From an optimization exercise on the open Yosys and OpenROAD flow, aimed at small area, a short achievable clock period and few clock cycles per item; shortcuts taken in it are not production practice.
No functional check of the RTL was part of any run shown here.

## flow/design.v (module list and top-level ports; edited modules follow where they fit)
// module fullcon_seq_mac: 5489 lines
module fullcon_seq_mac #(
   parameter int DEPTH_IN     = 12,
   parameter int N_OUT        = 4,
   parameter int LANES        = 12,
   parameter int WIDTH_DATA   = 16,
   parameter int WIDTH_KERNEL = 8,
   parameter int RELU_EN      = 0
) (
   input  logic                                   clk,
   input  logic                                   rst,
   input  logic                                   in_valid,
   output logic                                   in_ready,
   input  logic [WIDTH_DATA*DEPTH_IN-1:0]         data_in,
   input  logic [WIDTH_KERNEL*DEPTH_IN*N_OUT-1:0] kernel_in,
   input  logic [(WIDTH_DATA+WIDTH_KERNEL+$clog2(DEPTH_IN)+1)*N_OUT-1:0] bias_in,
   output logic                                   out_valid,
   input  logic                                   out_ready,
   output logic [WIDTH_DATA+WIDTH_KERNEL+$clog2(DEPTH_IN):0] data_o,
   output logic [((N_OUT > 1) ? $clog2(N_OUT) : 1)-1:0] out_idx,
   output logic                                   out_last
);
  // ...
==> flow/run.sh <==
#!/bin/bash
# synth_recipe.tcl (not shown) runs the flow's synth.tcl, then flattens the netlist and writes it again
# the make line also repeats each setting of config.mk as NAME=value (left out here)
make -C /OpenROAD-flow-scripts/flow DESIGN_CONFIG=/design/flow/config.mk WORK_HOME=/design/flow/orfs CLKGATE_MAP_FILE= SYNTH_SCRIPT=/design/flow/synth_recipe.tcl finish
==> flow/config.mk <==
export PLATFORM = sky130hd
export DESIGN_NAME = fullcon_seq_mac
export DESIGN_NICKNAME = fullcon_seq_mac
export VERILOG_FILES = /design/flow/design.v
export SDC_FILE = /design/flow/constraint.sdc
export NUM_CORES = 4
export LEC_CHECK = 0
export CAP_MARGIN = 20
export CORE_MARGIN = 2
export CORE_UTILIZATION = 40
export SLEW_MARGIN = 20
==> flow/constraint.sdc <==
create_clock -name core_clock -period 12.0 [get_ports {clk}]
set_input_delay 2.4000 -clock core_clock [delete_from_list [all_inputs] [get_ports {clk}]]
set_output_delay 2.4000 -clock core_clock [all_outputs]
set_load 0.01 [all_outputs]
==> impl_metrics.toml, run 1 <==
[run_status]
outcome = "timing/DRC/antenna clean"

[critical_path]
crit_type = "register to register"
crit_path_end_kind = "register"
timing.rr.start = "kern_q[30]$_DFFE_PP_"
cp_num_buf_inv = 4

[sta]
report.final.slew_viol_count = 0
rsz0062_at_grt = "false"
setup_viol = 0
setup_slack_ps = 5397

[flow_run]
maxCapViolCount = 0

[synth]
syn-num-nets = 10560
ys_types = 75
synth_compound_area_frac = 0.1821
synthCells = 8991
synthMuxAreaShare = 0.01781
synthAdderAreaFrac = 0.2379
synth_warnings = 2
synth-xor-area-share = 0.01717

[final_layout]
multi_input_area_share = 0.5217
layout_common_cells = "nand2_1, fa_1, edfxtp_1"
final_util = 0.4590
largest_register_ff_count = 384
inv_count = 738
final-clk-cell-share = 0.03774
finalInstanceArea_um2 = 90610

[cts]
root_buffer = "clkbuf_16"
cts_post_setup_buffers_inserted = 0
cts_resized = 0

[die]
die_w_um = 449.9

[grt]
grt_overflow = 0
grt_use_met2 = 0.4706
antenna_found_initial = 25
track_usage = 0.3066

[route]
wl_met1_mm = 135.1
post_drt_wl_per_cell_um = 27.28
drc_errors = 0

[placement]
dp_hpwl_mm = 250.1
post-place-ws_ps = 5470
==> inputs of run 2 (changes only) <==
--- a/flow/design.v
+++ b/flow/design.v
@@ -28,39 +28,50 @@
    logic                   vld_q;       
    logic [1:0]             n_q;         
    logic [S:0]             pv_q;        
    logic [QD-1:0][WA-1:0]  q_q;         
    logic [$clog2(QD+1)-1:0] qc_q;       
    logic                   ov_q;        
    logic [1:0]             oi_q;        
    logic issue, accept, last_n, pop, push;
-   logic [$clog2(QD+2)-1:0] inflight;
-   always_comb begin
-      inflight = $bits(inflight)'(qc_q);
-      for (int s = 1; s <= S; s++) inflight = inflight + $bits(inflight)'(pv_q[s]);
-   end
+   logic issue_q, in_ready_q;           
+   logic [$clog2(QD+1)-1:0] occ_q;      
+   logic vld_nx, room_nopop, room_pop, room_d, last_nx;
    assign last_n   = (n_q == 2'd3);
-   assign issue    = vld_q && (inflight < $bits(inflight)'(QD));
-   assign in_ready = !vld_q || (last_n && issue);
+   assign issue    = issue_q;
+   assign in_ready = in_ready_q;
    assign accept   = in_valid && in_ready;
    assign pop      = ov_q && out_ready;
    assign pv_q[0]  = issue;
    assign push     = pv_q[S];
+   assign vld_nx     = vld_q && !(issue && last_n);              
+   assign last_nx    = ((n_q + 2'(issue)) == 2'd3);
+   assign room_nopop = (32'(occ_q) + 32'(issue)) < QD;
+   assign room_pop   = (32'(occ_q) + 32'(issue)) <= QD;
+   assign room_d     = pop ? room_pop : room_nopop;
    always_ff @(posedge clk) begin
       if (rst) begin
-         vld_q <= 1'b0;
-         n_q   <= 2'd0;
+         vld_q      <= 1'b0;
+         n_q        <= 2'd0;
+         issue_q    <= 1'b0;
+         in_ready_q <= 1'b1;
+         occ_q      <= '0;
       end else begin
+         occ_q <= occ_q + $bits(occ_q)'(issue) - $bits(occ_q)'(pop);
          if (accept) begin
-            vld_q <= 1'b1;
-            n_q   <= 2'd0;
-         end else if (issue) begin
-            if (last_n) vld_q <= 1'b0;
-            n_q <= n_q + 2'd1;
+            vld_q      <= 1'b1;
+            n_q        <= 2'd0;
+            issue_q    <= room_d;
+            in_ready_q <= 1'b0;
+         end else begin
+            vld_q      <= vld_nx;
+            n_q        <= n_q + 2'(issue);
+            issue_q    <= vld_nx && room_d;
+            in_ready_q <= !vld_nx || (last_nx && room_d);
          end
       end
    end
    always_ff @(posedge clk) begin
       if (in_ready) data_q <= data_in;
    end
    always_ff @(posedge clk) begin
       if (in_ready) begin
@@ -86,17 +97,17 @@
             w0 = (k == 0) ? 1'b0 : kern_q[0][i][2*k-1];
             b_one[i][k] = w1 ^ w0;
             b_two[i][k] = (w2 & ~w1 & ~w0) | (~w2 & w1 & w0);
             b_neg[i][k] = w2;
          end
       end
    end
    assign bias0 = bias_q[0];
-   logic [107:0] cs1_q;
+   logic [154:0] cs1_q;
    logic [WA-1:0] row_a, row_b, result;
    logic p1;
    logic p2;
    logic p3;
    logic p4;
    logic p5;
    logic p6;
    logic p7;
@@ -5142,348 +5153,399 @@
    assign s2418 = c2271 ^ c2273 ^ c2275;
    assign c2419 = (c2271 & c2273) | (c2271 & c2275) | (c2273 & c2275);
    assign s2420 = p888 ^ c2099 ^ c2101;
    assign c2421 = (p888 & c2099) | (p888 & c2101) | (c2099 & c2101);
    assign s2422 = c2103 ^ c2105 ^ c2277;
    assign c2423 = (c2103 & c2105) | (c2103 & c2277) | (c2105 & c2277);
    assign s2424 = c2279 ^ c2281 ^ c2283;
    assign c2425 = (c2279 & c2281) | (c2279 & c2283) | (c2281 & c2283);
-   assign s2426 = s1850 ^ s1852 ^ s2106;
-   assign c2427 = (s1850 & s1852) | (s1850 & s2106) | (s1852 & s2106);
-   assign s2428 = c2109 ^ s2288 ^ s2290;
-   assign c2429 = (c2109 & s2288) | (c2109 & s2290) | (s2288 & s2290);
-   assign s2430 = s2292 ^ c2285;
-   assign c2431 = s2292 & c2285;
-   assign s2432 = s2294 ^ s2296 ^ s2298;
-   assign c2433 = (s2294 & s2296) | (s2294 & s2298) | (s2296 & s2298);
-   assign s2434 = c2289 ^ c2291 ^ c2293;
-   assign c2435 = (c2289 & c2291) | (c2289 & c2293) | (c2291 & c2293);
-   assign s2436 = s2300 ^ s2302 ^ s2304;
-   assign c2437 = (s2300 & s2302) | (s2300 & s2304) | (s2302 & s2304);
-   assign s2438 = c2295 ^ c2297 ^ c2299;
-   assign c2439 = (c2295 & c2297) | (c2295 & c2299) | (c2297 & c2299);
-   assign s2440 = s2306 ^ s2308 ^ s2310;
-   assign c2441 = (s2306 & s2308) | (s2306 & s2310) | (s2308 & s2310);
-   assign s2442 = c2301 ^ c2303 ^ c2305;
-   assign c2443 = (c2301 & c2303) | (c2301 & c2305) | (c2303 & c2305);
-   assign s2444 = s2312 ^ s2314 ^ s2316;
-   assign c2445 = (s2312 & s2314) | (s2312 & s2316) | (s2314 & s2316);
-   assign s2446 = c2307 ^ c2309 ^ c2311;
-   assign c2447 = (c2307 & c2309) | (c2307 & c2311) | (c2309 & c2311);
-   assign s2448 = s2318 ^ s2320 ^ s2322;
-   assign c2449 = (s2318 & s2320) | (s2318 & s2322) | (s2320 & s2322);
-   assign s2450 = c2313 ^ c2315 ^ c2317;
-   assign c2451 = (c2313 & c2315) | (c2313 & c2317) | (c2315 & c2317);
-   assign s2452 = s2324 ^ s2326 ^ s2328;
-   assign c2453 = (s2324 & s2326) | (s2324 & s2328) | (s2326 & s2328);
-   assign s2454 = c2319 ^ c2321 ^ c2323;
-   assign c2455 = (c2319 & c2321) | (c2319 & c2323) | (c2321 & c2323);
-   assign s2456 = s2330 ^ s2332 ^ s2334;
-   assign c2457 = (s2330 & s2332) | (s2330 & s2334) | (s2332 & s2334);
-   assign s2458 = c2325 ^ c2327 ^ c2329;
-   assign c2459 = (c2325 & c2327) | (c2325 & c2329) | (c2327 & c2329);
-   assign s2460 = s2336 ^ s2338 ^ s2340;
-   assign c2461 = (s2336 & s2338) | (s2336 & s2340) | (s2338 & s2340);
-   assign s2462 = c2331 ^ c2333 ^ c2335;
-   assign c2463 = (c2331 & c2333) | (c2331 & c2335) | (c2333 & c2335);
-   assign s2464 = s2342 ^ s2344 ^ s2346;
-   assign c2465 = (s2342 & s2344) | (s2342 & s2346) | (s2344 & s2346);
-   assign s2466 = c2337 ^ c2339 ^ c2341;
-   assign c2467 = (c2337 & c2339) | (c2337 & c2341) | (c2339 & c2341);
-   assign s2468 = s2348 ^ s2350 ^ s2352;
-   assign c2469 = (s2348 & s2350) | (s2348 & s2352) | (s2350 & s2352);
-   assign s2470 = c2343 ^ c2345 ^ c2347;
-   assign c2471 = (c2343 & c2345) | (c2343 & c2347) | (c2345 & c2347);
-   assign s2472 = s2354 ^ s2356 ^ s2358;
-   assign c2473 = (s2354 & s2356) | (s2354 & s2358) | (s2356 & s2358);
-   assign s2474 = c2349 ^ c2351 ^ c2353;
-   assign c2475 = (c2349 & c2351) | (c2349 & c2353) | (c2351 & c2353);
-   assign s2476 = s2360 ^ s2362 ^ s2364;
-   assign c2477 = (s2360 & s2362) | (s2360 & s2364) | (s2362 & s2364);
-   assign s2478 = c2355 ^ c2357 ^ c2359;
-   assign c2479 = (c2355 & c2357) | (c2355 & c2359) | (c2357 & c2359);
-   assign s2480 = s2366 ^ s2368 ^ s2370;
-   assign c2481 = (s2366 & s2368) | (s2366 & s2370) | (s2368 & s2370);
-   assign s2482 = c2361 ^ c2363 ^ c2365;
-   assign c2483 = (c2361 & c2363) | (c2361 & c2365) | (c2363 & c2365);
-   assign s2484 = s2372 ^ s2374 ^ s2376;
-   assign c2485 = (s2372 & s2374) | (s2372 & s2376) | (s2374 & s2376);
-   assign s2486 = c2367 ^ c2369 ^ c2371;
-   assign c2487 = (c2367 & c2369) | (c2367 & c2371) | (c2369 & c2371);
-   assign s2488 = s2378 ^ s2380 ^ s2382;
-   assign c2489 = (s2378 & s2380) | (s2378 & s2382) | (s2380 & s2382);
-   assign s2490 = c2373 ^ c2375 ^ c2377;
-   assign c2491 = (c2373 & c2375) | (c2373 & c2377) | (c2375 & c2377);
-   assign s2492 = s2384 ^ s2386 ^ s2388;
-   assign c2493 = (s2384 & s2386) | (s2384 & s2388) | (s2386 & s2388);
-   assign s2494 = c2379 ^ c2381 ^ c2383;
-   assign c2495 = (c2379 & c2381) | (c2379 & c2383) | (c2381 & c2383);
-   assign s2496 = s2390 ^ s2392 ^ s2394;
-   assign c2497 = (s2390 & s2392) | (s2390 & s2394) | (s2392 & s2394);
-   assign s2498 = c2385 ^ c2387 ^ c2389;
-   assign c2499 = (c2385 & c2387) | (c2385 & c2389) | (c2387 & c2389);
-   assign s2500 = s2396 ^ s2398 ^ s2400;
-   assign c2501 = (s2396 & s2398) | (s2396 & s2400) | (s2398 & s2400);
-   assign s2502 = c2391 ^ c2393 ^ c2395;
-   assign c2503 = (c2391 & c2393) | (c2391 & c2395) | (c2393 & c2395);
-   assign s2504 = s2402 ^ s2404 ^ s2406;
-   assign c2505 = (s2402 & s2404) | (s2402 & s2406) | (s2404 & s2406);
-   assign s2506 = c2397 ^ c2399 ^ c2401;
-   assign c2507 = (c2397 & c2399) | (c2397 & c2401) | (c2399 & c2401);
-   assign s2508 = s2408 ^ s2410 ^ s2412;
-   assign c2509 = (s2408 & s2410) | (s2408 & s2412) | (s2410 & s2412);
-   assign s2510 = c2403 ^ c2405 ^ c2407;
-   assign c2511 = (c2403 & c2405) | (c2403 & c2407) | (c2405 & c2407);
-   assign s2512 = s2414 ^ s2416 ^ s2418;
-   assign c2513 = (s2414 & s2416) | (s2414 & s2418) | (s2416 & s2418);
-   assign s2514 = c2409 ^ c2411 ^ c2413;
-   assign c2515 = (c2409 & c2411) | (c2409 & c2413) | (c2411 & c2413);
-   assign s2516 = s2420 ^ s2422 ^ s2424;
-   assign c2517 = (s2420 & s2422) | (s2420 & s2424) | (s2422 & s2424);
-   assign s2518 = c2415 ^ c2417 ^ c2419;
-   assign c2519 = (c2415 & c2417) | (c2415 & c2419) | (c2417 & c2419);
-   assign s2520 = p889 ^ c2421 ^ c2423;
-   assign c2521 = (p889 & c2421) | (p889 & c2423) | (c2421 & c2423);
-   assign s2522 = cs1_q[0] ^ cs1_q[1];
-   assign c2523 = cs1_q[0] & cs1_q[1];
-   assign s2524 = cs1_q[4] ^ cs1_q[5] ^ cs1_q[6];
-   assign c2525 = (cs1_q[4] & cs1_q[5]) | (cs1_q[4] & cs1_q[6]) | (cs1_q[5] & cs1_q[6]);
-   assign s2526 = cs1_q[8] ^ cs1_q[9] ^ cs1_q[10];
-   assign c2527 = (cs1_q[8] & cs1_q[9]) | (cs1_q[8] & cs1_q[10]) | (cs1_q[9] & cs1_q[10]);
-   assign s2528 = cs1_q[12] ^ cs1_q[13] ^ cs1_q[14];
-   assign c2529 = (cs1_q[12] & cs1_q[13]) | (cs1_q[12] & cs1_q[14]) | (cs1_q[13] & cs1_q[14]);
-   assign s2530 = cs1_q[16] ^ cs1_q[17] ^ cs1_q[18];
-   assign c2531 = (cs1_q[16] & cs1_q[17]) | (cs1_q[16] & cs1_q[18]) | (cs1_q[17] & cs1_q[18]);
-   assign s2532 = cs1_q[20] ^ cs1_q[21] ^ cs1_q[22];
-   assign c2533 = (cs1_q[20] & cs1_q[21]) | (cs1_q[20] & cs1_q[22]) | (cs1_q[21] & cs1_q[22]);
-   assign s2534 = cs1_q[24] ^ cs1_q[25] ^ cs1_q[26];
-   assign c2535 = (cs1_q[24] & cs1_q[25]) | (cs1_q[24] & cs1_q[26]) | (cs1_q[25] & cs1_q[26]);
-   assign s2536 = cs1_q[28] ^ cs1_q[29] ^ cs1_q[30];
-   assign c2537 = (cs1_q[28] & cs1_q[29]) | (cs1_q[28] & cs1_q[30]) | (cs1_q[29] & cs1_q[30]);
-   assign s2538 = cs1_q[32] ^ cs1_q[33] ^ cs1_q[34];
-   assign c2539 = (cs1_q[32] & cs1_q[33]) | (cs1_q[32] & cs1_q[34]) | (cs1_q[33] & cs1_q[34]);
-   assign s2540 = cs1_q[36] ^ cs1_q[37] ^ cs1_q[38];
-   assign c2541 = (cs1_q[36] & cs1_q[37]) | (cs1_q[36] & cs1_q[38]) | (cs1_q[37] & cs1_q[38]);
-   assign s2542 = cs1_q[40] ^ cs1_q[41] ^ cs1_q[42];
-   assign c2543 = (cs1_q[40] & cs1_q[41]) | (cs1_q[40] & cs1_q[42]) | (cs1_q[41] & cs1_q[42]);
-   assign s2544 = cs1_q[44] ^ cs1_q[45] ^ cs1_q[46];
-   assign c2545 = (cs1_q[44] & cs1_q[45]) | (cs1_q[44] & cs1_q[46]) | (cs1_q[45] & cs1_q[46]);
-   assign s2546 = cs1_q[48] ^ cs1_q[49] ^ cs1_q[50];
-   assign c2547 = (cs1_q[48] & cs1_q[49]) | (cs1_q[48] & cs1_q[50]) | (cs1_q[49] & cs1_q[50]);
-   assign s2548 = cs1_q[52] ^ cs1_q[53] ^ cs1_q[54];
-   assign c2549 = (cs1_q[52] & cs1_q[53]) | (cs1_q[52] & cs1_q[54]) | (cs1_q[53] & cs1_q[54]);
-   assign s2550 = cs1_q[56] ^ cs1_q[57] ^ cs1_q[58];
-   assign c2551 = (cs1_q[56] & cs1_q[57]) | (cs1_q[56] & cs1_q[58]) | (cs1_q[57] & cs1_q[58]);
-   assign s2552 = cs1_q[60] ^ cs1_q[61] ^ cs1_q[62];
-   assign c2553 = (cs1_q[60] & cs1_q[61]) | (cs1_q[60] & cs1_q[62]) | (cs1_q[61] & cs1_q[62]);
-   assign s2554 = cs1_q[64] ^ cs1_q[65] ^ cs1_q[66];
-   assign c2555 = (cs1_q[64] & cs1_q[65]) | (cs1_q[64] & cs1_q[66]) | (cs1_q[65] & cs1_q[66]);
-   assign s2556 = cs1_q[68] ^ cs1_q[69] ^ cs1_q[70];
-   assign c2557 = (cs1_q[68] & cs1_q[69]) | (cs1_q[68] & cs1_q[70]) | (cs1_q[69] & cs1_q[70]);
-   assign s2558 = cs1_q[72] ^ cs1_q[73] ^ cs1_q[74];
-   assign c2559 = (cs1_q[72] & cs1_q[73]) | (cs1_q[72] & cs1_q[74]) | (cs1_q[73] & cs1_q[74]);
-   assign s2560 = cs1_q[76] ^ cs1_q[77] ^ cs1_q[78];
-   assign c2561 = (cs1_q[76] & cs1_q[77]) | (cs1_q[76] & cs1_q[78]) | (cs1_q[77] & cs1_q[78]);
-   assign s2562 = cs1_q[80] ^ cs1_q[81] ^ cs1_q[82];
-   assign c2563 = (cs1_q[80] & cs1_q[81]) | (cs1_q[80] & cs1_q[82]) | (cs1_q[81] & cs1_q[82]);
-   assign s2564 = cs1_q[84] ^ cs1_q[85] ^ cs1_q[86];
-   assign c2565 = (cs1_q[84] & cs1_q[85]) | (cs1_q[84] & cs1_q[86]) | (cs1_q[85] & cs1_q[86]);
-   assign s2566 = cs1_q[88] ^ cs1_q[89] ^ cs1_q[90];
-   assign c2567 = (cs1_q[88] & cs1_q[89]) | (cs1_q[88] & cs1_q[90]) | (cs1_q[89] & cs1_q[90]);
-   assign s2568 = cs1_q[92] ^ cs1_q[93] ^ cs1_q[94];
-   assign c2569 = (cs1_q[92] & cs1_q[93]) | (cs1_q[92] & cs1_q[94]) | (cs1_q[93] & cs1_q[94]);
-   assign s2570 = cs1_q[96] ^ cs1_q[97] ^ cs1_q[98];
-   assign c2571 = (cs1_q[96] & cs1_q[97]) | (cs1_q[96] & cs1_q[98]) | (cs1_q[97] & cs1_q[98]);
-   assign s2572 = cs1_q[2] ^ cs1_q[3];
-   assign c2573 = cs1_q[2] & cs1_q[3];
-   assign s2574 = cs1_q[7] ^ s2524 ^ c2523;
-   assign c2575 = (cs1_q[7] & s2524) | (cs1_q[7] & c2523) | (s2524 & c2523);
-   assign s2576 = cs1_q[11] ^ s2526 ^ c2525;
-   assign c2577 = (cs1_q[11] & s2526) | (cs1_q[11] & c2525) | (s2526 & c2525);
-   assign s2578 = cs1_q[15] ^ s2528 ^ c2527;
-   assign c2579 = (cs1_q[15] & s2528) | (cs1_q[15] & c2527) | (s2528 & c2527);
-   assign s2580 = cs1_q[19] ^ s2530 ^ c2529;
-   assign c2581 = (cs1_q[19] & s2530) | (cs1_q[19] & c2529) | (s2530 & c2529);
-   assign s2582 = cs1_q[23] ^ s2532 ^ c2531;
-   assign c2583 = (cs1_q[23] & s2532) | (cs1_q[23] & c2531) | (s2532 & c2531);
-   assign s2584 = cs1_q[27] ^ s2534 ^ c2533;
-   assign c2585 = (cs1_q[27] & s2534) | (cs1_q[27] & c2533) | (s2534 & c2533);
-   assign s2586 = cs1_q[31] ^ s2536 ^ c2535;
-   assign c2587 = (cs1_q[31] & s2536) | (cs1_q[31] & c2535) | (s2536 & c2535);
-   assign s2588 = cs1_q[35] ^ s2538 ^ c2537;
-   assign c2589 = (cs1_q[35] & s2538) | (cs1_q[35] & c2537) | (s2538 & c2537);
-   assign s2590 = cs1_q[39] ^ s2540 ^ c2539;
-   assign c2591 = (cs1_q[39] & s2540) | (cs1_q[39] & c2539) | (s2540 & c2539);
-   assign s2592 = cs1_q[43] ^ s2542 ^ c2541;
-   assign c2593 = (cs1_q[43] & s2542) | (cs1_q[43] & c2541) | (s2542 & c2541);
-   assign s2594 = cs1_q[47] ^ s2544 ^ c2543;
-   assign c2595 = (cs1_q[47] & s2544) | (cs1_q[47] & c2543) | (s2544 & c2543);
-   assign s2596 = cs1_q[51] ^ s2546 ^ c2545;
-   assign c2597 = (cs1_q[51] & s2546) | (cs1_q[51] & c2545) | (s2546 & c2545);
-   assign s2598 = cs1_q[55] ^ s2548 ^ c2547;
-   assign c2599 = (cs1_q[55] & s2548) | (cs1_q[55] & c2547) | (s2548 & c2547);
-   assign s2600 = cs1_q[59] ^ s2550 ^ c2549;
-   assign c2601 = (cs1_q[59] & s2550) | (cs1_q[59] & c2549) | (s2550 & c2549);
-   assign s2602 = cs1_q[63] ^ s2552 ^ c2551;
-   assign c2603 = (cs1_q[63] & s2552) | (cs1_q[63] & c2551) | (s2552 & c2551);
-   assign s2604 = cs1_q[67] ^ s2554 ^ c2553;
-   assign c2605 = (cs1_q[67] & s2554) | (cs1_q[67] & c2553) | (s2554 & c2553);
-   assign s2606 = cs1_q[71] ^ s2556 ^ c2555;
-   assign c2607 = (cs1_q[71] & s2556) | (cs1_q[71] & c2555) | (s2556 & c2555);
-   assign s2608 = cs1_q[75] ^ s2558 ^ c2557;
-   assign c2609 = (cs1_q[75] & s2558) | (cs1_q[75] & c2557) | (s2558 & c2557);
-   assign s2610 = cs1_q[79] ^ s2560 ^ c2559;
-   assign c2611 = (cs1_q[79] & s2560) | (cs1_q[79] & c2559) | (s2560 & c2559);
-   assign s2612 = cs1_q[83] ^ s2562 ^ c2561;
-   assign c2613 = (cs1_q[83] & s2562) | (cs1_q[83] & c2561) | (s2562 & c2561);
-   assign s2614 = cs1_q[87] ^ s2564 ^ c2563;
-   assign c2615 = (cs1_q[87] & s2564) | (cs1_q[87] & c2563) | (s2564 & c2563);
-   assign s2616 = cs1_q[91] ^ s2566 ^ c2565;
-   assign c2617 = (cs1_q[91] & s2566) | (cs1_q[91] & c2565) | (s2566 & c2565);
-   assign s2618 = cs1_q[95] ^ s2568 ^ c2567;
-   assign c2619 = (cs1_q[95] & s2568) | (cs1_q[95] & c2567) | (s2568 & c2567);
-   assign s2620 = cs1_q[99] ^ s2570 ^ c2569;
-   assign c2621 = (cs1_q[99] & s2570) | (cs1_q[99] & c2569) | (s2570 & c2569);
-   assign s2622 = cs1_q[100] ^ cs1_q[101] ^ c2571;
-   assign c2623 = (cs1_q[100] & cs1_q[101]) | (cs1_q[100] & c2571) | (cs1_q[101] & c2571);
-   assign s2624 = cs1_q[102] ^ 1'b1;
-   assign c2625 = cs1_q[102] & 1'b1;
-   assign s2626 = cs1_q[104] ^ 1'b1;
-   assign c2627 = cs1_q[104] & 1'b1;
-   assign s2628 = cs1_q[106] ^ 1'b1;
-   assign c2629 = cs1_q[106] & 1'b1;
+   assign s2426 = cs1_q[0] ^ cs1_q[1] ^ cs1_q[2];
+   assign c2427 = (cs1_q[0] & cs1_q[1]) | (cs1_q[0] & cs1_q[2]) | (cs1_q[1] & cs1_q[2]);
+   assign s2428 = cs1_q[6] ^ cs1_q[7] ^ cs1_q[8];
+   assign c2429 = (cs1_q[6] & cs1_q[7]) | (cs1_q[6] & cs1_q[8]) | (cs1_q[7] & cs1_q[8]);
+   assign s2430 = cs1_q[9] ^ cs1_q[10];
+   assign c2431 = cs1_q[9] & cs1_q[10];
+   assign s2432 = cs1_q[12] ^ cs1_q[13] ^ cs1_q[14];
+   assign c2433 = (cs1_q[12] & cs1_q[13]) | (cs1_q[12] & cs1_q[14]) | (cs1_q[13] & cs1_q[14]);
+   assign s2434 = cs1_q[15] ^ cs1_q[16] ^ cs1_q[17];
+   assign c2435 = (cs1_q[15] & cs1_q[16]) | (cs1_q[15] & cs1_q[17]) | (cs1_q[16] & cs1_q[17]);
+   assign s2436 = cs1_q[18] ^ cs1_q[19] ^ cs1_q[20];
+   assign c2437 = (cs1_q[18] & cs1_q[19]) | (cs1_q[18] & cs1_q[20]) | (cs1_q[19] & cs1_q[20]);
+   assign s2438 = cs1_q[21] ^ cs1_q[22] ^ cs1_q[23];
+   assign c2439 = (cs1_q[21] & cs1_q[22]) | (cs1_q[21] & cs1_q[23]) | (cs1_q[22] & cs1_q[23]);
+   assign s2440 = cs1_q[24] ^ cs1_q[25] ^ cs1_q[26];
+   assign c2441 = (cs1_q[24] & cs1_q[25]) | (cs1_q[24] & cs1_q[26]) | (cs1_q[25] & cs1_q[26]);
+   assign s2442 = cs1_q[27] ^ cs1_q[28] ^ cs1_q[29];
+   assign c2443 = (cs1_q[27] & cs1_q[28]) | (cs1_q[27] & cs1_q[29]) | (cs1_q[28] & cs1_q[29]);
+   assign s2444 = cs1_q[30] ^ cs1_q[31] ^ cs1_q[32];
+   assign c2445 = (cs1_q[30] & cs1_q[31]) | (cs1_q[30] & cs1_q[32]) | (cs1_q[31] & cs1_q[32]);
+   assign s2446 = cs1_q[33] ^ cs1_q[34] ^ cs1_q[35];
+   assign c2447 = (cs1_q[33] & cs1_q[34]) | (cs1_q[33] & cs1_q[35]) | (cs1_q[34] & cs1_q[35]);
+   assign s2448 = cs1_q[36] ^ cs1_q[37] ^ cs1_q[38];
+   assign c2449 = (cs1_q[36] & cs1_q[37]) | (cs1_q[36] & cs1_q[38]) | (cs1_q[37] & cs1_q[38]);
+   assign s2450 = cs1_q[39] ^ cs1_q[40] ^ cs1_q[41];
+   assign c2451 = (cs1_q[39] & cs1_q[40]) | (cs1_q[39] & cs1_q[41]) | (cs1_q[40] & cs1_q[41]);
+   assign s2452 = cs1_q[42] ^ cs1_q[43] ^ cs1_q[44];
+   assign c2453 = (cs1_q[42] & cs1_q[43]) | (cs1_q[42] & cs1_q[44]) | (cs1_q[43] & cs1_q[44]);
+   assign s2454 = cs1_q[45] ^ cs1_q[46] ^ cs1_q[47];
+   assign c2455 = (cs1_q[45] & cs1_q[46]) | (cs1_q[45] & cs1_q[47]) | (cs1_q[46] & cs1_q[47]);
+   assign s2456 = cs1_q[48] ^ cs1_q[49] ^ cs1_q[50];
+   assign c2457 = (cs1_q[48] & cs1_q[49]) | (cs1_q[48] & cs1_q[50]) | (cs1_q[49] & cs1_q[50]);
+   assign s2458 = cs1_q[51] ^ cs1_q[52] ^ cs1_q[53];
+   assign c2459 = (cs1_q[51] & cs1_q[52]) | (cs1_q[51] & cs1_q[53]) | (cs1_q[52] & cs1_q[53]);
+   assign s2460 = cs1_q[54] ^ cs1_q[55] ^ cs1_q[56];
+   assign c2461 = (cs1_q[54] & cs1_q[55]) | (cs1_q[54] & cs1_q[56]) | (cs1_q[55] & cs1_q[56]);
+   assign s2462 = cs1_q[57] ^ cs1_q[58] ^ cs1_q[59];
+   assign c2463 = (cs1_q[57] & cs1_q[58]) | (cs1_q[57] & cs1_q[59]) | (cs1_q[58] & cs1_q[59]);
+   assign s2464 = cs1_q[60] ^ cs1_q[61] ^ cs1_q[62];
+   assign c2465 = (cs1_q[60] & cs1_q[61]) | (cs1_q[60] & cs1_q[62]) | (cs1_q[61] & cs1_q[62]);
+   assign s2466 = cs1_q[63] ^ cs1_q[64] ^ cs1_q[65];
+   assign c2467 = (cs1_q[63] & cs1_q[64]) | (cs1_q[63] & cs1_q[65]) | (cs1_q[64] & cs1_q[65]);
+   assign s2468 = cs1_q[66] ^ cs1_q[67] ^ cs1_q[68];
+   assign c2469 = (cs1_q[66] & cs1_q[67]) | (cs1_q[66] & cs1_q[68]) | (cs1_q[67] & cs1_q[68]);
+   assign s2470 = cs1_q[69] ^ cs1_q[70] ^ cs1_q[71];
+   assign c2471 = (cs1_q[69] & cs1_q[70]) | (cs1_q[69] & cs1_q[71]) | (cs1_q[70] & cs1_q[71]);
+   assign s2472 = cs1_q[72] ^ cs1_q[73] ^ cs1_q[74];
+   assign c2473 = (cs1_q[72] & cs1_q[73]) | (cs1_q[72] & cs1_q[74]) | (cs1_q[73] & cs1_q[74]);
+   assign s2474 = cs1_q[75] ^ cs1_q[76] ^ cs1_q[77];
+   assign c2475 = (cs1_q[75] & cs1_q[76]) | (cs1_q[75] & cs1_q[77]) | (cs1_q[76] & cs1_q[77]);
+   assign s2476 = cs1_q[78] ^ cs1_q[79] ^ cs1_q[80];
+   assign c2477 = (cs1_q[78] & cs1_q[79]) | (cs1_q[78] & cs1_q[80]) | (cs1_q[79] & cs1_q[80]);
+   assign s2478 = cs1_q[81] ^ cs1_q[82] ^ cs1_q[83];
+   assign c2479 = (cs1_q[81] & cs1_q[82]) | (cs1_q[81] & cs1_q[83]) | (cs1_q[82] & cs1_q[83]);
+   assign s2480 = cs1_q[84] ^ cs1_q[85] ^ cs1_q[86];
+   assign c2481 = (cs1_q[84] & cs1_q[85]) | (cs1_q[84] & cs1_q[86]) | (cs1_q[85] & cs1_q[86]);
+   assign s2482 = cs1_q[87] ^ cs1_q[88] ^ cs1_q[89];
+   assign c2483 = (cs1_q[87] & cs1_q[88]) | (cs1_q[87] & cs1_q[89]) | (cs1_q[88] & cs1_q[89]);
+   assign s2484 = cs1_q[90] ^ cs1_q[91] ^ cs1_q[92];
+   assign c2485 = (cs1_q[90] & cs1_q[91]) | (cs1_q[90] & cs1_q[92]) | (cs1_q[91] & cs1_q[92]);
+   assign s2486 = cs1_q[93] ^ cs1_q[94] ^ cs1_q[95];
+   assign c2487 = (cs1_q[93] & cs1_q[94]) | (cs1_q[93] & cs1_q[95]) | (cs1_q[94] & cs1_q[95]);
+   assign s2488 = cs1_q[96] ^ cs1_q[97] ^ cs1_q[98];
+   assign c2489 = (cs1_q[96] & cs1_q[97]) | (cs1_q[96] & cs1_q[98]) | (cs1_q[97] & cs1_q[98]);
+   assign s2490 = cs1_q[99] ^ cs1_q[100] ^ cs1_q[101];
+   assign c2491 = (cs1_q[99] & cs1_q[100]) | (cs1_q[99] & cs1_q[101]) | (cs1_q[100] & cs1_q[101]);
+   assign s2492 = cs1_q[102] ^ cs1_q[103] ^ cs1_q[104];
+   assign c2493 = (cs1_q[102] & cs1_q[103]) | (cs1_q[102] & cs1_q[104]) | (cs1_q[103] & cs1_q[104]);
+   assign s2494 = cs1_q[105] ^ cs1_q[106] ^ cs1_q[107];
+   assign c2495 = (cs1_q[105] & cs1_q[106]) | (cs1_q[105] & cs1_q[107]) | (cs1_q[106] & cs1_q[107]);
+   assign s2496 = cs1_q[108] ^ cs1_q[109] ^ cs1_q[110];
+   assign c2497 = (cs1_q[108] & cs1_q[109]) | (cs1_q[108] & cs1_q[110]) | (cs1_q[109] & cs1_q[110]);
+   assign s2498 = cs1_q[111] ^ cs1_q[112] ^ cs1_q[113];
+   assign c2499 = (cs1_q[111] & cs1_q[112]) | (cs1_q[111] & cs1_q[113]) | (cs1_q[112] & cs1_q[113]);
+   assign s2500 = cs1_q[114] ^ cs1_q[115] ^ cs1_q[116];
+   assign c2501 = (cs1_q[114] & cs1_q[115]) | (cs1_q[114] & cs1_q[116]) | (cs1_q[115] & cs1_q[116]);
+   assign s2502 = cs1_q[117] ^ cs1_q[118] ^ cs1_q[119];
+   assign c2503 = (cs1_q[117] & cs1_q[118]) | (cs1_q[117] & cs1_q[119]) | (cs1_q[118] & cs1_q[119]);
+   assign s2504 = cs1_q[120] ^ cs1_q[121] ^ cs1_q[122];
+   assign c2505 = (cs1_q[120] & cs1_q[121]) | (cs1_q[120] & cs1_q[122]) | (cs1_q[121] & cs1_q[122]);
+   assign s2506 = cs1_q[123] ^ cs1_q[124] ^ cs1_q[125];
+   assign c2507 = (cs1_q[123] & cs1_q[124]) | (cs1_q[123] & cs1_q[125]) | (cs1_q[124] & cs1_q[125]);
+   assign s2508 = cs1_q[126] ^ cs1_q[127] ^ cs1_q[128];
+   assign c2509 = (cs1_q[126] & cs1_q[127]) | (cs1_q[126] & cs1_q[128]) | (cs1_q[127] & cs1_q[128]);
+   assign s2510 = cs1_q[129] ^ cs1_q[130] ^ cs1_q[131];
+   assign c2511 = (cs1_q[129] & cs1_q[130]) | (cs1_q[129] & cs1_q[131]) | (cs1_q[130] & cs1_q[131]);
+   assign s2512 = cs1_q[132] ^ cs1_q[133] ^ cs1_q[134];
+   assign c2513 = (cs1_q[132] & cs1_q[133]) | (cs1_q[132] & cs1_q[134]) | (cs1_q[133] & cs1_q[134]);
+   assign s2514 = cs1_q[135] ^ cs1_q[136] ^ cs1_q[137];
+   assign c2515 = (cs1_q[135] & cs1_q[136]) | (cs1_q[135] & cs1_q[137]) | (cs1_q[136] & cs1_q[137]);
+   assign s2516 = cs1_q[138] ^ cs1_q[139] ^ cs1_q[140];
+   assign c2517 = (cs1_q[138] & cs1_q[139]) | (cs1_q[138] & cs1_q[140]) | (cs1_q[139] & cs1_q[140]);
+   assign s2518 = cs1_q[141] ^ cs1_q[142] ^ cs1_q[143];
+   assign c2519 = (cs1_q[141] & cs1_q[142]) | (cs1_q[141] & cs1_q[143]) | (cs1_q[142] & cs1_q[143]);
+   assign s2520 = cs1_q[144] ^ cs1_q[145] ^ cs1_q[146];
+   assign c2521 = (cs1_q[144] & cs1_q[145]) | (cs1_q[144] & cs1_q[146]) | (cs1_q[145] & cs1_q[146]);
+   assign s2522 = cs1_q[3] ^ cs1_q[4];
+   assign c2523 = cs1_q[3] & cs1_q[4];
+   assign s2524 = cs1_q[11] ^ s2428 ^ s2430;
+   assign c2525 = (cs1_q[11] & s2428) | (cs1_q[11] & s2430) | (s2428 & s2430);
+   assign s2526 = s2432 ^ s2434 ^ c2429;
+   assign c2527 = (s2432 & s2434) | (s2432 & c2429) | (s2434 & c2429);
+   assign s2528 = s2436 ^ s2438 ^ c2433;
+   assign c2529 = (s2436 & s2438) | (s2436 & c2433) | (s2438 & c2433);
+   assign s2530 = s2440 ^ s2442 ^ c2437;
+   assign c2531 = (s2440 & s2442) | (s2440 & c2437) | (s2442 & c2437);
+   assign s2532 = s2444 ^ s2446 ^ c2441;
+   assign c2533 = (s2444 & s2446) | (s2444 & c2441) | (s2446 & c2441);
+   assign s2534 = s2448 ^ s2450 ^ c2445;
+   assign c2535 = (s2448 & s2450) | (s2448 & c2445) | (s2450 & c2445);
+   assign s2536 = s2452 ^ s2454 ^ c2449;
+   assign c2537 = (s2452 & s2454) | (s2452 & c2449) | (s2454 & c2449);
+   assign s2538 = s2456 ^ s2458 ^ c2453;
+   assign c2539 = (s2456 & s2458) | (s2456 & c2453) | (s2458 & c2453);
+   assign s2540 = s2460 ^ s2462 ^ c2457;
+   assign c2541 = (s2460 & s2462) | (s2460 & c2457) | (s2462 & c2457);
+   assign s2542 = s2464 ^ s2466 ^ c2461;
+   assign c2543 = (s2464 & s2466) | (s2464 & c2461) | (s2466 & c2461);
+   assign s2544 = s2468 ^ s2470 ^ c2465;
+   assign c2545 = (s2468 & s2470) | (s2468 & c2465) | (s2470 & c2465);
+   assign s2546 = s2472 ^ s2474 ^ c2469;
+   assign c2547 = (s2472 & s2474) | (s2472 & c2469) | (s2474 & c2469);
+   assign s2548 = s2476 ^ s2478 ^ c2473;
+   assign c2549 = (s2476 & s2478) | (s2476 & c2473) | (s2478 & c2473);
+   assign s2550 = s2480 ^ s2482 ^ c2477;
+   assign c2551 = (s2480 & s2482) | (s2480 & c2477) | (s2482 & c2477);
+   assign s2552 = s2484 ^ s2486 ^ c2481;
+   assign c2553 = (s2484 & s2486) | (s2484 & c2481) | (s2486 & c2481);
+   assign s2554 = s2488 ^ s2490 ^ c2485;
+   assign c2555 = (s2488 & s2490) | (s2488 & c2485) | (s2490 & c2485);
+   assign s2556 = s2492 ^ s2494 ^ c2489;
+   assign c2557 = (s2492 & s2494) | (s2492 & c2489) | (s2494 & c2489);
+   assign s2558 = s2496 ^ s2498 ^ c2493;
+   assign c2559 = (s2496 & s2498) | (s2496 & c2493) | (s2498 & c2493);
+   assign s2560 = s2500 ^ s2502 ^ c2497;
+   assign c2561 = (s2500 & s2502) | (s2500 & c2497) | (s2502 & c2497);
+   assign s2562 = s2504 ^ s2506 ^ c2501;
+   assign c2563 = (s2504 & s2506) | (s2504 & c2501) | (s2506 & c2501);
+   assign s2564 = s2508 ^ s2510 ^ c2505;
+   assign c2565 = (s2508 & s2510) | (s2508 & c2505) | (s2510 & c2505);
+   assign s2566 = s2512 ^ s2514 ^ c2509;
+   assign c2567 = (s2512 & s2514) | (s2512 & c2509) | (s2514 & c2509);
+   assign s2568 = s2516 ^ s2518 ^ c2513;
+   assign c2569 = (s2516 & s2518) | (s2516 & c2513) | (s2518 & c2513);
+   assign s2570 = cs1_q[147] ^ s2520 ^ c2517;
+   assign c2571 = (cs1_q[147] & s2520) | (cs1_q[147] & c2517) | (s2520 & c2517);
+   assign s2572 = cs1_q[5] ^ s2426;
+   assign c2573 = cs1_q[5] & s2426;
+   assign s2574 = c2427 ^ s2524 ^ c2523;
+   assign c2575 = (c2427 & s2524) | (c2427 & c2523) | (s2524 & c2523);
+   assign s2576 = c2431 ^ s2526 ^ c2525;
+   assign c2577 = (c2431 & s2526) | (c2431 & c2525) | (s2526 & c2525);
+   assign s2578 = c2435 ^ s2528 ^ c2527;
+   assign c2579 = (c2435 & s2528) | (c2435 & c2527) | (s2528 & c2527);
+   assign s2580 = c2439 ^ s2530 ^ c2529;
+   assign c2581 = (c2439 & s2530) | (c2439 & c2529) | (s2530 & c2529);
+   assign s2582 = c2443 ^ s2532 ^ c2531;
+   assign c2583 = (c2443 & s2532) | (c2443 & c2531) | (s2532 & c2531);
+   assign s2584 = c2447 ^ s2534 ^ c2533;
+   assign c2585 = (c2447 & s2534) | (c2447 & c2533) | (s2534 & c2533);
+   assign s2586 = c2451 ^ s2536 ^ c2535;
+   assign c2587 = (c2451 & s2536) | (c2451 & c2535) | (s2536 & c2535);
+   assign s2588 = c2455 ^ s2538 ^ c2537;
+   assign c2589 = (c2455 & s2538) | (c2455 & c2537) | (s2538 & c2537);
+   assign s2590 = c2459 ^ s2540 ^ c2539;
+   assign c2591 = (c2459 & s2540) | (c2459 & c2539) | (s2540 & c2539);
+   assign s2592 = c2463 ^ s2542 ^ c2541;
+   assign c2593 = (c2463 & s2542) | (c2463 & c2541) | (s2542 & c2541);
+   assign s2594 = c2467 ^ s2544 ^ c2543;
+   assign c2595 = (c2467 & s2544) | (c2467 & c2543) | (s2544 & c2543);
+   assign s2596 = c2471 ^ s2546 ^ c2545;
+   assign c2597 = (c2471 & s2546) | (c2471 & c2545) | (s2546 & c2545);
+   assign s2598 = c2475 ^ s2548 ^ c2547;
+   assign c2599 = (c2475 & s2548) | (c2475 & c2547) | (s2548 & c2547);
+   assign s2600 = c2479 ^ s2550 ^ c2549;
+   assign c2601 = (c2479 & s2550) | (c2479 & c2549) | (s2550 & c2549);
+   assign s2602 = c2483 ^ s2552 ^ c2551;
+   assign c2603 = (c2483 & s2552) | (c2483 & c2551) | (s2552 & c2551);
+   assign s2604 = c2487 ^ s2554 ^ c2553;
+   assign c2605 = (c2487 & s2554) | (c2487 & c2553) | (s2554 & c2553);
+   assign s2606 = c2491 ^ s2556 ^ c2555;
+   assign c2607 = (c2491 & s2556) | (c2491 & c2555) | (s2556 & c2555);
+   assign s2608 = c2495 ^ s2558 ^ c2557;
+   assign c2609 = (c2495 & s2558) | (c2495 & c2557) | (s2558 & c2557);
+   assign s2610 = c2499 ^ s2560 ^ c2559;
+   assign c2611 = (c2499 & s2560) | (c2499 & c2559) | (s2560 & c2559);
+   assign s2612 = c2503 ^ s2562 ^ c2561;
+   assign c2613 = (c2503 & s2562) | (c2503 & c2561) | (s2562 & c2561);
+   assign s2614 = c2507 ^ s2564 ^ c2563;
+   assign c2615 = (c2507 & s2564) | (c2507 & c2563) | (s2564 & c2563);
+   assign s2616 = c2511 ^ s2566 ^ c2565;
+   assign c2617 = (c2511 & s2566) | (c2511 & c2565) | (s2566 & c2565);
+   assign s2618 = c2515 ^ s2568 ^ c2567;
+   assign c2619 = (c2515 & s2568) | (c2515 & c2567) | (s2568 & c2567);
+   assign s2620 = c2519 ^ s2570 ^ c2569;
+   assign c2621 = (c2519 & s2570) | (c2519 & c2569) | (s2570 & c2569);
+   assign s2622 = cs1_q[148] ^ c2521 ^ c2571;
+   assign c2623 = (cs1_q[148] & c2521) | (cs1_q[148] & c2571) | (c2521 & c2571);
+   assign s2624 = cs1_q[149] ^ 1'b1;
+   assign c2625 = cs1_q[149] & 1'b1;
+   assign s2626 = cs1_q[151] ^ 1'b1;
+   assign c2627 = cs1_q[151] & 1'b1;
+   assign s2628 = cs1_q[153] ^ 1'b1;
+   assign c2629 = cs1_q[153] & 1'b1;
    assign row_a = {s2628, s2626, s2624, s2622, s2620, s2618, s2616, s2614, s2612, s2610, s2608, s2606, s2604, s2602, s2600, s2598, s2596, s2594, s2592, s2590, s2588, s2586, s2584, s2582, s2580, s2578, s2576, s2574, s2522};
    assign row_b = {c2627, c2625, c2623, c2621, c2619, c2617, c2615, c2613, c2611, c2609, c2607, c2605, c2603, c2601, c2599, c2597, c2595, c2593, c2591, c2589, c2587, c2585, c2583, c2581, c2579, c2577, c2575, c2573, s2572};
    always_ff @(posedge clk) begin
-      cs1_q[0] <= s2108;
-      cs1_q[1] <= s2284;
-      cs1_q[2] <= s2286;
-      cs1_q[3] <= s2426;
-      cs1_q[4] <= c2287;
-      cs1_q[5] <= s2428;
-      cs1_q[6] <= s2430;
-      cs1_q[7] <= c2427;
-      cs1_q[8] <= s2432;
-      cs1_q[9] <= s2434;
-      cs1_q[10] <= c2429;
-      cs1_q[11] <= c2431;
-      cs1_q[12] <= s2436;
-      cs1_q[13] <= s2438;
-      cs1_q[14] <= c2433;
-      cs1_q[15] <= c2435;
-      cs1_q[16] <= s2440;
-      cs1_q[17] <= s2442;
-      cs1_q[18] <= c2437;
-      cs1_q[19] <= c2439;
-      cs1_q[20] <= s2444;
-      cs1_q[21] <= s2446;
-      cs1_q[22] <= c2441;
-      cs1_q[23] <= c2443;
-      cs1_q[24] <= s2448;
-      cs1_q[25] <= s2450;
-      cs1_q[26] <= c2445;
-      cs1_q[27] <= c2447;
-      cs1_q[28] <= s2452;
-      cs1_q[29] <= s2454;
-      cs1_q[30] <= c2449;
-      cs1_q[31] <= c2451;
-      cs1_q[32] <= s2456;
-      cs1_q[33] <= s2458;
-      cs1_q[34] <= c2453;
-      cs1_q[35] <= c2455;
-      cs1_q[36] <= s2460;
-      cs1_q[37] <= s2462;
-      cs1_q[38] <= c2457;
-      cs1_q[39] <= c2459;
-      cs1_q[40] <= s2464;
-      cs1_q[41] <= s2466;
-      cs1_q[42] <= c2461;
-      cs1_q[43] <= c2463;
-      cs1_q[44] <= s2468;
-      cs1_q[45] <= s2470;
-      cs1_q[46] <= c2465;
-      cs1_q[47] <= c2467;
-      cs1_q[48] <= s2472;
-      cs1_q[49] <= s2474;
-      cs1_q[50] <= c2469;
-      cs1_q[51] <= c2471;
-      cs1_q[52] <= s2476;
-      cs1_q[53] <= s2478;
-      cs1_q[54] <= c2473;
-      cs1_q[55] <= c2475;
-      cs1_q[56] <= s2480;
-      cs1_q[57] <= s2482;
-      cs1_q[58] <= c2477;
-      cs1_q[59] <= c2479;
-      cs1_q[60] <= s2484;
-      cs1_q[61] <= s2486;
-      cs1_q[62] <= c2481;
-      cs1_q[63] <= c2483;
-      cs1_q[64] <= s2488;
-      cs1_q[65] <= s2490;
-      cs1_q[66] <= c2485;
-      cs1_q[67] <= c2487;
-      cs1_q[68] <= s2492;
-      cs1_q[69] <= s2494;
-      cs1_q[70] <= c2489;
-      cs1_q[71] <= c2491;
-      cs1_q[72] <= s2496;
-      cs1_q[73] <= s2498;
-      cs1_q[74] <= c2493;
-      cs1_q[75] <= c2495;
-      cs1_q[76] <= s2500;
-      cs1_q[77] <= s2502;
-      cs1_q[78] <= c2497;
-      cs1_q[79] <= c2499;
-      cs1_q[80] <= s2504;
-      cs1_q[81] <= s2506;
-      cs1_q[82] <= c2501;
-      cs1_q[83] <= c2503;
-      cs1_q[84] <= s2508;
-      cs1_q[85] <= s2510;
-      cs1_q[86] <= c2505;
-      cs1_q[87] <= c2507;
-      cs1_q[88] <= s2512;
-      cs1_q[89] <= s2514;
-      cs1_q[90] <= c2509;
-      cs1_q[91] <= c2511;
-      cs1_q[92] <= s2516;
-      cs1_q[93] <= s2518;
-      cs1_q[94] <= c2513;
-      cs1_q[95] <= c2515;
-      cs1_q[96] <= c2425;
-      cs1_q[97] <= s2520;
-      cs1_q[98] <= c2517;
-      cs1_q[99] <= c2519;
-      cs1_q[100] <= p890;
-      cs1_q[101] <= c2521;
-      cs1_q[102] <= p891;
-      cs1_q[104] <= p892;
-      cs1_q[106] <= p893;
+      cs1_q[0] <= s1850;
+      cs1_q[1] <= s1852;
+      cs1_q[2] <= s2106;
+      cs1_q[3] <= s2108;
+      cs1_q[4] <= s2284;
+      cs1_q[5] <= s2286;
+      cs1_q[6] <= c2109;
+      cs1_q[7] <= s2288;
+      cs1_q[8] <= s2290;
+      cs1_q[9] <= s2292;
+      cs1_q[10] <= c2285;
+      cs1_q[11] <= c2287;
+      cs1_q[12] <= s2294;
+      cs1_q[13] <= s2296;
+      cs1_q[14] <= s2298;
+      cs1_q[15] <= c2289;
+      cs1_q[16] <= c2291;
+      cs1_q[17] <= c2293;
+      cs1_q[18] <= s2300;
+      cs1_q[19] <= s2302;
+      cs1_q[20] <= s2304;
+      cs1_q[21] <= c2295;
+      cs1_q[22] <= c2297;
+      cs1_q[23] <= c2299;
+      cs1_q[24] <= s2306;
+      cs1_q[25] <= s2308;
+      cs1_q[26] <= s2310;
+      cs1_q[27] <= c2301;
+      cs1_q[28] <= c2303;
+      cs1_q[29] <= c2305;
+      cs1_q[30] <= s2312;
+      cs1_q[31] <= s2314;
+      cs1_q[32] <= s2316;
+      cs1_q[33] <= c2307;
+      cs1_q[34] <= c2309;
+      cs1_q[35] <= c2311;
+      cs1_q[36] <= s2318;
+      cs1_q[37] <= s2320;
+      cs1_q[38] <= s2322;
+      cs1_q[39] <= c2313;
+      cs1_q[40] <= c2315;
+      cs1_q[41] <= c2317;
+      cs1_q[42] <= s2324;
+      cs1_q[43] <= s2326;
+      cs1_q[44] <= s2328;
+      cs1_q[45] <= c2319;
+      cs1_q[46] <= c2321;
+      cs1_q[47] <= c2323;
+      cs1_q[48] <= s2330;
+      cs1_q[49] <= s2332;
+      cs1_q[50] <= s2334;
+      cs1_q[51] <= c2325;
+      cs1_q[52] <= c2327;
+      cs1_q[53] <= c2329;
+      cs1_q[54] <= s2336;
+      cs1_q[55] <= s2338;
+      cs1_q[56] <= s2340;
+      cs1_q[57] <= c2331;
+      cs1_q[58] <= c2333;
+      cs1_q[59] <= c2335;
+      cs1_q[60] <= s2342;
+      cs1_q[61] <= s2344;
+      cs1_q[62] <= s2346;
+      cs1_q[63] <= c2337;
+      cs1_q[64] <= c2339;
+      cs1_q[65] <= c2341;
+      cs1_q[66] <= s2348;
+      cs1_q[67] <= s2350;
+      cs1_q[68] <= s2352;
+      cs1_q[69] <= c2343;
+      cs1_q[70] <= c2345;
+      cs1_q[71] <= c2347;
+      cs1_q[72] <= s2354;
+      cs1_q[73] <= s2356;
+      cs1_q[74] <= s2358;
+      cs1_q[75] <= c2349;
+      cs1_q[76] <= c2351;
+      cs1_q[77] <= c2353;
+      cs1_q[78] <= s2360;
+      cs1_q[79] <= s2362;
+      cs1_q[80] <= s2364;
+      cs1_q[81] <= c2355;
+      cs1_q[82] <= c2357;
+      cs1_q[83] <= c2359;
+      cs1_q[84] <= s2366;
+      cs1_q[85] <= s2368;
+      cs1_q[86] <= s2370;
+      cs1_q[87] <= c2361;
+      cs1_q[88] <= c2363;
+      cs1_q[89] <= c2365;
+      cs1_q[90] <= s2372;
+      cs1_q[91] <= s2374;
+      cs1_q[92] <= s2376;
+      cs1_q[93] <= c2367;
+      cs1_q[94] <= c2369;
+      cs1_q[95] <= c2371;
+      cs1_q[96] <= s2378;
+      cs1_q[97] <= s2380;
+      cs1_q[98] <= s2382;
+      cs1_q[99] <= c2373;
+      cs1_q[100] <= c2375;
+      cs1_q[101] <= c2377;
+      cs1_q[102] <= s2384;
+      cs1_q[103] <= s2386;
+      cs1_q[104] <= s2388;
+      cs1_q[105] <= c2379;
+      cs1_q[106] <= c2381;
+      cs1_q[107] <= c2383;
+      cs1_q[108] <= s2390;
+      cs1_q[109] <= s2392;
+      cs1_q[110] <= s2394;
+      cs1_q[111] <= c2385;
+      cs1_q[112] <= c2387;
+      cs1_q[113] <= c2389;
+      cs1_q[114] <= s2396;
+      cs1_q[115] <= s2398;
+      cs1_q[116] <= s2400;
+      cs1_q[117] <= c2391;
+      cs1_q[118] <= c2393;
+      cs1_q[119] <= c2395;
+      cs1_q[120] <= s2402;
+      cs1_q[121] <= s2404;
+      cs1_q[122] <= s2406;
+      cs1_q[123] <= c2397;
+      cs1_q[124] <= c2399;
+      cs1_q[125] <= c2401;
+      cs1_q[126] <= s2408;
+      cs1_q[127] <= s2410;
+      cs1_q[128] <= s2412;
+      cs1_q[129] <= c2403;
+      cs1_q[130] <= c2405;
+      cs1_q[131] <= c2407;
+      cs1_q[132] <= s2414;
+      cs1_q[133] <= s2416;
+      cs1_q[134] <= s2418;
+      cs1_q[135] <= c2409;
+      cs1_q[136] <= c2411;
+      cs1_q[137] <= c2413;
+      cs1_q[138] <= s2420;
+      cs1_q[139] <= s2422;
+      cs1_q[140] <= s2424;
+      cs1_q[141] <= c2415;
+      cs1_q[142] <= c2417;
+      cs1_q[143] <= c2419;
+      cs1_q[144] <= p889;
+      cs1_q[145] <= c2421;
+      cs1_q[146] <= c2423;
+      cs1_q[147] <= c2425;
+      cs1_q[148] <= p890;
+      cs1_q[149] <= p891;
+      cs1_q[151] <= p892;
+      cs1_q[153] <= p893;
    end
    assign result = row_a + row_b;
    always_ff @(posedge clk) begin
       if (rst) pv_q[S:1] <= '0;
       else     pv_q[S:1] <= pv_q[S-1:0];
    end
    always_ff @(posedge clk) begin
       for (int e = 0; e < QD; e++) begin
-         if (push && (32'(qc_q) - 32'(pop) == e)) q_q[e] <= result;
-         else if (pop && e < QD - 1) q_q[e] <= q_q[e+1];
+         if (pop) begin
+            if (e == QD - 1 || (push && qc_q == $bits(qc_q)'(e + 1))) q_q[e] <= result;
+            else q_q[e] <= q_q[(e == QD - 1) ? e : e + 1];
+         end else if (push && qc_q == $bits(qc_q)'(e)) begin
+            q_q[e] <= result;
+         end
       end
    end
    always_ff @(posedge clk) begin
       if (rst) begin
          qc_q <= '0;
          ov_q <= 1'b0;
          oi_q <= 2'd0;
       end else begin
          qc_q <= qc_q + $bits(qc_q)'(push) - $bits(qc_q)'(pop);
-         ov_q <= (qc_q + $bits(qc_q)'(push) - $bits(qc_q)'(pop)) != '0;
+         ov_q <= (qc_q != '0 && !(qc_q == $bits(qc_q)'(1) && pop)) || push;
          if (pop) oi_q <= oi_q + 2'd1;
       end
    end
    assign out_valid = ov_q;
    assign data_o    = ((RELU_EN != 0) && q_q[0][WA-1]) ? '0 : q_q[0];
    assign out_idx   = oi_q;
    assign out_last  = (oi_q == 2'd3);
 endmodule
==> impl_metrics.toml, run 2 <==
[grt]
antenna_found_initial = 14
grt_overflow = 0
grt_pass1_vias = 62560
track_usage = 0.3012
grt_pass1_wl_mm = 455.9
grt_max_degree = 181

[critical_path]
crit_top_cell = "fa_1"
crit_path_end_kind = "register"
cp_slowest_cell = "edfxtp_1"
required_ps = 12680
crit_arrival_ps = 7160
setup.worst_path.start_class = "register"
crit_chain = "inv_1 -> nor2_1 -> a21oi_1 -> o22ai_1 -> a21oi_1 -> fa_1 -> fa_1 -> inv_1 -> fa_1 -> fa_1 -> fa_1 -> inv_1 -> fa_1"
worst_path_largest_cell_delay_ps = 1080
crit_type = "register to register"
cp_num_buf_inv = 3
critPathMaxFanout = 30
path_delay_family = "adder cells"

[synth]
synth_warnings = 1
synth_compound_area_frac = 0.1832
synthAdderAreaFrac = 0.2408
synth-simple-area-share = 0.09427
synth-xor-area-share = 0.02270
synthMostInstantiatedCell = "nand2_1"
synthCells = 8626
ys.flop_type = "edfxtp_1"
synth_edf_count = 721
ys_seq_area_frac = 0.3178
synthMuxAreaShare = 0.05987
yosysTopAreaCell = "edfxtp_1"
ys_ff_latch = 944
syn-num-nets = 10190
syn_avg_cell_area_um2 = 9.526
synthTopCellsByArea = "edfxtp_1, fa_1, dfxtp_1, mux2_2, a21oi_1"
synth_top_family_by_area = "adder cells"
syn_area_um2 = 82170
ys_types = 67
synth_top_area_share = 0.2635
async_reset_ff_frac = 0
synth_commonest_cells = "nand2_1, inv_1, fa_1"

[route]
antenna_left = 0
post_drt_wl_per_cell_um = 28.15
drc_errors = 0
vias = 66900
routed_via_density = 5.846
wl_mm = 322.1
dr.pass1.iters = 9
drt_iter0_drc = 8272

[final_layout]
synthToLayoutAreaGrowth_pct = 13.97
fin_nets = 10220
final_cells = 11440
largest_register_ff_count = 384
final_common_cell = "nand2_1"
reg_top3 = "kern_q (384), data_q (192), cs1_q (149)"
top_register = "kern_q"
fill_cells = 19350
ff_latch_area_um2 = 26120
multiInputGateArea_um2 = 49390
layout_common_cells = "nand2_1, inv_1, fa_1"
finalInstanceArea_um2 = 93650
drive_gt1_frac = 0.07782

[cts]
clkTransAtPathRegs_ps = 70
cts_resized = 0
ctsHoldBuffers = 0
cts_max_path_buffers = 3
cts_post_setup_buffers_inserted = 0
cts-htree-levels = 3
clkLatencyLatePin_ps = 820
cts.sink_count = 944
cts_buffers = 110
cts_tree = "built"
root_buffer = "clkbuf_16"

[sta]
report.final.slew_viol_count = 0
fin_crit_sh = 0.5401
whs_ps = 341.7
finalSetupTns_ps = 0
fmax_mhz = 154.3
fin_crit_ps = 6481
worst_clock_skew_ps = 62.65
slew_headroom = 0.1982
setup_viol = 0
rsz0062_at_grt = "false"
tightest_slew_ps = 1203
finalHoldViolCount = 0
setup_slack_ps = 5519

[die]
core_um2 = 204400
die-area_um2 = 209100
fp.dieH_um = 457.2
io_pins = 730
die_w_um = 457.2
fp-row-count = 166
start_util = 0.4020

[worst_hold_path]
hold_class = "register to register"

[placement]
dp_hpwl_mm = 252.9
post-place-ws_ps = 5721
dp.cells = 11230
placed_area_um2 = 90120
io_buffers = 729
routabilityCongestion = 1.034

[flow_run]
maxCapViolCount = 0

[run_status]
outcome = "timing/DRC/antenna clean"
## run 2: through the flow
stage,util
floorplan,-
global placement,0.4409
detailed placement,0.4409
CTS,0.4580
global route,0.4582
finish,0.4582
## run 2: cell families (layout without fill, tap and decap cells)
family | count (synthesis) | after routing
adder cells (fa/ha/maj) | 1153 | 1153
AO/OA/AOI/OAI | 2377 | 2377
multiplexers | 443 | 443
buffers and inverters | 1749 | 1874
other | 0 | 4
AND/OR/NAND/NOR | 1747 | 1747
XOR/XNOR | 213 | 213
flip-flops | 944 | 944
## run 2: final cells by class
| class | instances | share of cell area |
|---|---|---|
| Multi-Input combinational cell | 5933 | 0.5274 |
| Sequential cell | 944 | 0.2789 |
| Timing Repair Buffer | 833 | 0.08708 |
| Tap cell | 2688 | 0.03591 |
| Inverter | 832 | 0.03335 |
| Clock buffer | 141 | 0.03108 |
| Clock inverter | 68 | 0.006199 |
| Antenna cell | 4 | 0.0001069 |
## run 2: worst paths after layout
kind                         from                  to  slack, ps  cells past startpoint
max          kern_q[42]$_DFFE_PP_   cs1_q[42]$_DFF_P_       5520                     13
min          bias_q[25]$_DFFE_PP_  cs1_q[148]$_DFF_P_        340                      0
max reg2reg  kern_q[42]$_DFFE_PP_   cs1_q[42]$_DFF_P_       5520                     13
min reg2reg  bias_q[25]$_DFFE_PP_  cs1_q[148]$_DFF_P_        340                      0
## run 2: routing by layer
metal	vias up	part of all wire	track usage
li1	30160	-	-
met1	33200	0.42	0.4126
met2	3075	0.45	0.4601
met3	450	0.091	0.07063
met4	14	0.047	0.1185
met5	-	0.00031	0
==> inputs of run 3 (changes only) <==
--- a/flow/config.mk
+++ b/flow/config.mk
@@ -7,5 +7,5 @@
 export LEC_CHECK = 0
-export CAP_MARGIN = 20
+export CAP_MARGIN = 40
 export CORE_MARGIN = 2
 export CORE_UTILIZATION = 40
-export SLEW_MARGIN = 20
+export SLEW_MARGIN = 65
==> impl_metrics.toml, run 3 <==
[synth]
synthMuxAreaShare = 0.05987
syn_area_um2 = 82170
synthMostInstantiatedCell = "nand2_1"
synth_edf_count = 721
ys_seq_area_frac = 0.3178
syn_avg_cell_area_um2 = 9.526
syn-num-nets = 10190
ys_ff_latch = 944
ys_types = 67
ys.flop_type = "edfxtp_1"
synthCells = 8626
async_reset_ff_frac = 0
synthTopCellsByArea = "edfxtp_1, fa_1, dfxtp_1, mux2_2, a21oi_1"
synth_top_area_share = 0.2635
synth_compound_area_frac = 0.1832
synth-xor-area-share = 0.02270
synth_top_family_by_area = "adder cells"
synthAdderAreaFrac = 0.2408
synth_warnings = 1
yosysTopAreaCell = "edfxtp_1"
synth_commonest_cells = "nand2_1, inv_1, fa_1"
synth-simple-area-share = 0.09427

[placement]
io_buffers = 729
post-place-ws_ps = 6635
dp.cells = 11580
routabilityCongestion = 1.034
dp_hpwl_mm = 262.6

[critical_path]
required_ps = 12690
cp_num_buf_inv = 6
crit_arrival_ps = 6120
worst_path_largest_cell_delay_ps = 590
path_delay_family = "adder cells"
cp_slowest_cell = "fa_1"
crit_chain = "buf_4 -> buf_4 -> inv_1 -> nor2_2 -> a22oi_1 -> o221ai_1 -> fa_1 -> inv_1 -> fa_1 -> inv_1 -> fa_1 -> fa_1 -> fa_1 -> inv_1 -> fa_1"
crit_path_end_kind = "register"
crit_type = "register to register"
setup.worst_path.start_class = "register"
critPathMaxFanout = 12
crit_top_cell = "fa_1"

[cts]
cts.sink_count = 944
cts_post_setup_buffers_inserted = 0
clkTransAtPathRegs_ps = 70
cts_buffers = 110
cts_tree = "built"
cts-htree-levels = 3
cts_max_path_buffers = 3
cts_resized = 0
ctsHoldBuffers = 0
clkLatencyLatePin_ps = 820
root_buffer = "clkbuf_16"

[sta]
finalHoldViolCount = 0
rsz0062_at_grt = "false"
fmax_mhz = 184.1
fin_crit_sh = 0.4525
report.final.slew_viol_count = 0
setup_slack_ps = 6569
tightest_slew_ps = 624.0
worst_clock_skew_ps = 57.00
finalSetupTns_ps = 0
slew_headroom = 0.5835
fin_crit_ps = 5431
whs_ps = 339.4
setup_viol = 0

[grt]
antenna_found_initial = 15
track_usage = 0.3033
grt_pass1_vias = 64530
grt_pass1_wl_mm = 462.4
grt_overflow = 0
grt_max_degree = 86

[final_layout]
reg_top3 = "kern_q (384), data_q (192), cs1_q (149)"
ff_latch_area_um2 = 26120
top_register = "kern_q"
multiInputGateArea_um2 = 50040
final_common_cell = "nand2_1"
final_util = 0.4784
drive_gt1_frac = 0.1300
fill_cells = 19070
layout_common_cells = "nand2_1, inv_1, fa_1"
largest_register_ff_count = 384
synthToLayoutAreaGrowth_pct = 18.99
final_cells = 11800
fin_nets = 10580

[die]
core_um2 = 204400
fp-row-count = 166
io_pins = 730
die-area_um2 = 209100
fp.dieH_um = 457.2
start_util = 0.4020
die_w_um = 457.2

[worst_hold_path]
hold_class = "register to register"

[route]
wl_mm = 324.5
drt_iter0_drc = 8604
dr.pass1.iters = 6
vias = 68460
drc_errors = 0
post_drt_wl_per_cell_um = 27.50
antenna_left = 0
routed_via_density = 5.801

[run_status]
outcome = "timing/DRC/antenna clean"

[flow_run]
maxCapViolCount = 0
[run 3: changes by cell type in the layout (fill, tap and decap cells not counted), moves of 14 or more]
cell,before,now
o21ai_1,3,43
o221ai_2,0,19
and2_2,0,17
buf_16,0,15
clkbuf_8,2,17
o221ai_1,132,111
nor2_2,3,17
and2_1,57,43
buf_6,0,39
nor2_1,375,355
o21ai_0,489,443
buf_4,97,356
[run 3: cells by family (layout without fill, tap and decap cells)]
logic type,count (synthesis),count (layout)
multiplexers,443,443
AND/OR/NAND/NOR,1747,1747
other,0,6
XOR/XNOR,213,213
buffers and inverters,1749,2230
adder cells (fa/ha/maj),1153,1153
flip-flops,944,944
AO/OA/AOI/OAI,2377,2377
[run 3: cell type report]
cell class,count,area share
inverters,832,0.03199
diodes,6,0.0001536
clock inverters,64,0.007051
repair buffers,1194,0.1176
clock buffers,140,0.02993
well taps,2688,0.03440
flip-flops and latches,944,0.2671
multi-input cells,5933,0.5118
[run 3: metrics by stage]
step / area (um^2)
6_report: 97770
5_1_grt: 97760
4_1_cts: 97390
3_5_place_dp: 93780
3_3_place_gp: 90120
2_1_floorplan: 82170
[run 3: path summary, 6_finish.rpt]
kind	from	endpoint	slack, ps	cells after the start
worst max-delay path	kern_q[46]$_DFFE_PP_	cs1_q[48]$_DFF_P_	6570	15
worst min-delay path	bias_q[26]$_DFFE_PP_	c2625$_DFF_P_	340	0
worst max register to register	kern_q[46]$_DFFE_PP_	cs1_q[48]$_DFF_P_	6570	15
worst min register to register	bias_q[26]$_DFFE_PP_	c2625$_DFF_P_	340	0
[run 3: metal layers]
| layer | share of wire | track usage | up-vias | wire, um |
|---|---|---|---|---|
| met5 | 0.00029 | 0 | - | 94 |
| met4 | 0.045 | 0.1183 | 14 | 14570 |
| met3 | 0.087 | 0.05698 | 429 | 28120 |
| met2 | 0.45 | 0.4671 | 3186 | 145200 |
| met1 | 0.42 | 0.4217 | 33960 | 136500 |
| li1 | - | - | 30870 | - |

afterwards: timing with drivers on the ports:
In the flow no input, the clock included, has a driving cell. The finished layouts below were timed again as built, in two steps. Step 1 (the two cells are an assumption about what drives the block):
set clk [get_ports {clk}]
set_driving_cell -lib_cell sky130_fd_sc_hd__clkbuf_16 $clk
set_driving_cell -lib_cell sky130_fd_sc_hd__buf_2 [delete_from_list [all_inputs] $clk]
Step 2 moves the port delays by t, midway between the first and last clock arrival at a register: inputs arrive t later, outputs are due t later. That takes back most of the time a late clock gives input paths. a / b / c = ideal ports / drivers / drivers and shift; a / b = the first two.
run | shift t [ns] | setup WS [ns] | clock arrival spread, ns
run 1 | 0.861 | 5.397 / 5.397 / 5.397 | 0.061 / 0.060
run 2 | 0.871 | 5.519 / 5.519 / 5.519 | 0.063 / 0.062
run 3 | 0.887 | 6.569 / 6.569 / 6.569 | 0.057 / 0.057
After both steps setup and hold are still met in every run listed.
